Background: an optimization exercise with open tools, aiming at small area, a short achievable clock period and few clock cycles. Do not read the settings as production practice.
At most, simulation tests tie the RTL to the original design; equivalence was not proved.
No activity file was given, so power comes from the tool's default toggle rates.

## job 101
## fifo_icache_fetch_decode
module fifo_icache_fetch_decode
(
   input  wire logic        clock,
   input  wire logic        reset,
   input  wire logic        start,
   output logic             busy,
   input  wire logic        req_opcode,
   input  wire logic [31:0] req_fetch_address,
   input  wire logic [31:0] req_memory_word,
   output logic             rsp_valid,
   output logic             rsp_hit,
   output logic [31:0]      rsp_instruction,
   output logic [5:0]       rsp_major_op,
   output logic             rsp_imm_flag,
   output logic             rsp_branch_mode,
   output logic [3:0]       rsp_reg_a,
   output logic [3:0]       rsp_reg_b,
   output logic [3:0]       rsp_reg_c,
   output logic [15:0]      rsp_immediate
);
   localparam int N      = fifd_pkg::CACHE_ENTRIES;
   localparam int SLOT_W = fifd_pkg::SLOT_W;
   logic              s1_valid;
   logic              s1_fill;
   logic [31:0]       s1_addr;
   logic [31:0]       s1_word;
   logic [SLOT_W-1:0] slot_ff;
   logic [N-1:0]      match;
   logic [N-1:0]      first;
   logic [N-1:0]      wr_en;
   logic [N-1:0]      s2_sel;
   logic              s2_valid;
   logic [N-1:0][31:0] words;
   logic [31:0]       read_word;
   logic              out_valid;
   logic              out_hit;
   logic [31:0]       out_word;
   assign busy = 1'b0;
   always_ff @(posedge clock) begin
      if (reset) begin
         s1_valid <= 1'b0;
      end else begin
         s1_valid <= start;
      end
      s1_fill <= (req_opcode == fifd_pkg::OP_FILL);
      s1_addr <= req_fetch_address;
      s1_word <= req_memory_word;
   end
   for (genvar i = 0; i < N; i++) begin : g_cell
      assign wr_en[i] = s1_valid && s1_fill && (slot_ff == SLOT_W'(i));
      fifd_cell u_cell (
         .clock      (clock),
         .reset      (reset),
         .wr_en      (wr_en[i]),
         .wr_addr    (s1_addr),
         .wr_word    (s1_word),
         .probe_addr (s1_addr),
         .match      (match[i]),
         .word       (words[i])
      );
   end
   always_comb begin
      logic seen;
      seen = 1'b0;
      for (int i = 0; i < N; i++) begin
         first[i] = match[i] && !seen;
         seen     = seen || match[i];
      end
   end
  ...
Size in the first run: ~1,200 flip-flops, ~140 I/O pins, about 44,000 µm² of cells after synthesis.
==> module fifo_icache_fetch_decode, before the edit <==
module fifo_icache_fetch_decode
(
   input  wire logic        clock,
   input  wire logic        reset,
   input  wire logic        start,
   output logic             busy,
   input  wire logic        req_opcode,
   input  wire logic [31:0] req_fetch_address,
   input  wire logic [31:0] req_memory_word,
   output logic             rsp_valid,
   output logic             rsp_hit,
   output logic [31:0]      rsp_instruction,
   output logic [5:0]       rsp_major_op,
   output logic             rsp_imm_flag,
   output logic             rsp_branch_mode,
   output logic [3:0]       rsp_reg_a,
   output logic [3:0]       rsp_reg_b,
   output logic [3:0]       rsp_reg_c,
   output logic [15:0]      rsp_immediate
);
   localparam int N      = fifd_pkg::CACHE_ENTRIES;
   localparam int SLOT_W = fifd_pkg::SLOT_W;
   logic              s1_valid;
   logic              s1_fill;
   logic [31:0]       s1_addr;
   logic [31:0]       s1_word;
   logic [SLOT_W-1:0] slot_ff;
   logic [N-1:0]      match;
   logic [N-1:0]      first;
   logic [N-1:0]      wr_en;
   logic [N-1:0]      s2_sel;
   logic              s2_valid;
   logic [N-1:0][31:0] words;
   logic [31:0]       read_word;
   logic              out_valid;
   logic              out_hit;
   logic [31:0]       out_word;
   assign busy = 1'b0;
   always_ff @(posedge clock) begin
      if (reset) begin
         s1_valid <= 1'b0;
      end else begin
         s1_valid <= start;
      end
      s1_fill <= (req_opcode == fifd_pkg::OP_FILL);
      s1_addr <= req_fetch_address;
      s1_word <= req_memory_word;
   end
   for (genvar i = 0; i < N; i++) begin : g_cell
      assign wr_en[i] = s1_valid && s1_fill && (slot_ff == SLOT_W'(i));
      fifd_cell u_cell (
         .clock      (clock),
         .reset      (reset),
         .wr_en      (wr_en[i]),
         .wr_addr    (s1_addr),
         .wr_word    (s1_word),
         .probe_addr (s1_addr),
         .match      (match[i]),
         .word       (words[i])
      );
   end
   always_comb begin
      logic seen;
      seen = 1'b0;
      for (int i = 0; i < N; i++) begin
         first[i] = match[i] && !seen;
         seen     = seen || match[i];
      end
   end
   always_ff @(posedge clock) begin
      if (reset) begin
         slot_ff  <= '0;
         s2_valid <= 1'b0;
      end else begin
         if (s1_valid && s1_fill) begin
            slot_ff <= slot_ff + 1'b1;
         end
         s2_valid <= s1_valid;
      end
      s2_sel <= s1_fill ? wr_en : first;
   end
   always_comb begin
      read_word = '0;
      for (int i = 0; i < N; i++) begin
         read_word = read_word | (words[i] & {32{s2_sel[i]}});
      end
   end
   always_ff @(posedge clock) begin
      if (reset) begin
         out_valid <= 1'b0;
      end else begin
         out_valid <= s2_valid;
      end
      out_hit  <= |s2_sel;
      out_word <= read_word;
   end
   assign rsp_valid = out_valid;
   assign rsp_hit   = out_hit;
   fifd_decode u_decode (
      .raw         (out_word),
      .instruction (rsp_instruction),
      .major_op    (rsp_major_op),
      .imm_flag    (rsp_imm_flag),
      .branch_mode (rsp_branch_mode),
      .reg_a       (rsp_reg_a),
      .reg_b       (rsp_reg_b),
      .reg_c       (rsp_reg_c),
      .immediate   (rsp_immediate)
   );
endmodule
clock: 5.0 ns
lec_check: 0
cap_margin: 20
core_margin: 2
core_utilization: 40
slew_margin: 20
run.sh (not shown) runs the stock make flow with config.mk's settings and CLKGATE_MAP_FILE= SYNTH_SCRIPT=/design/flow/synth_recipe.tcl, a recipe that flattens the netlist after the stock synthesis.
Testbench counts of job 101, summed over its fixed seeds: cycles 12,024.
Changes in job 102 relative to job 101:
-- flow/design.v --
<<< job 101, line 91
   logic [SLOT_W-1:0] slot_ff;
   logic [N-1:0]      match;
   logic [N-1:0]      first;
   logic [N-1:0]      wr_en;
   logic [N-1:0]      s2_sel;
   logic              s2_valid;
   logic [N-1:0][31:0] words;
   logic [31:0]       read_word;
   logic              out_valid;
>>> job 102, line 91
   logic [SLOT_W-1:0] slot_ff;
   logic [N-1:0]      match;
   logic [N-1:0]      wr_en;
   logic [N-1:0]      s2_sel;
   logic              s2_valid;
   logic [N-1:0][31:0] words;
   logic [N-1:0]      first;
   logic [31:0]       read_word;
   logic              out_valid;
<<< job 101, line 124
      );
   end
   always_comb begin
      logic seen;
      seen = 1'b0;
      for (int i = 0; i < N; i++) begin
         first[i] = match[i] && !seen;
         seen     = seen || match[i];
      end
   end
   always_ff @(posedge clock) begin
      if (reset) begin
>>> job 102, line 124
      );
   end
   always_ff @(posedge clock) begin
      if (reset) begin
<<< job 101, line 142
         s2_valid <= s1_valid;
      end
      s2_sel <= s1_fill ? wr_en : first;
   end
   always_comb begin
      read_word = '0;
      for (int i = 0; i < N; i++) begin
         read_word = read_word | (words[i] & {32{s2_sel[i]}});
      end
   end
>>> job 102, line 134
         s2_valid <= s1_valid;
      end
      s2_sel <= s1_fill ? wr_en : match;
   end
   always_comb begin
      logic seen;
      seen = 1'b0;
      for (int i = 0; i < N; i++) begin
         first[i] = s2_sel[i] && !seen;
         seen     = seen || s2_sel[i];
      end
   end
   always_comb begin
      read_word = '0;
      for (int i = 0; i < N; i++) begin
         read_word = read_word | (words[i] & {32{first[i]}});
      end
   end
- Design area delta (job 102 -> job 101): insignificant
- Summary: worst setup slack, job 102 better than job 101
- Job 102 vs job 101 — share of the cycle needed by the critical path after routing dropped 0.25 points.
- On effective utilization at floorplan, job 101 and job 102 are neck and neck.
- Job 102: area after synthesis about 0.5% above job 101
- Taking job 101 as the reference, in job 102 total power consumption of the routed design went down by 2.2%, portion of total power attributed to combinational logic went up by 0.3 points.
- Layout clock buffer count for job 102: about 16% up relative to job 101
- Ratio of cells with drive above 1 in the final layout (job 102 over job 101): decrease, 1.7 points
The RTL of job 102 was laid out without a check of its function.

==> what the ideal ports hide <==
In the flow no input, the clock included, has a driving cell. The finished layouts below were timed again as built, in two steps.
Step 1 assumes that a clkbuf_16 drives the clock port and a buf_2 every other input.
Step 2 adds t to the input delays and takes it off the output delays; t is the mean of the earliest and latest rising clock arrival at the registers after step 1. Input paths then give back, and output paths get back, about the clock's delay inside the block.
a / b / c = ideal ports / drivers / drivers and shift; a / b = the first two.
run | shift t [ns] | setup slack, ns | worst slew at a driven data input, ns
job 101 | 0.786 | 1.745 / 1.745 / 1.745 | 0.09
job 102 | 0.768 | 1.758 / 1.758 / 1.758 | 0.08
After both steps setup and hold are still met in every run listed.
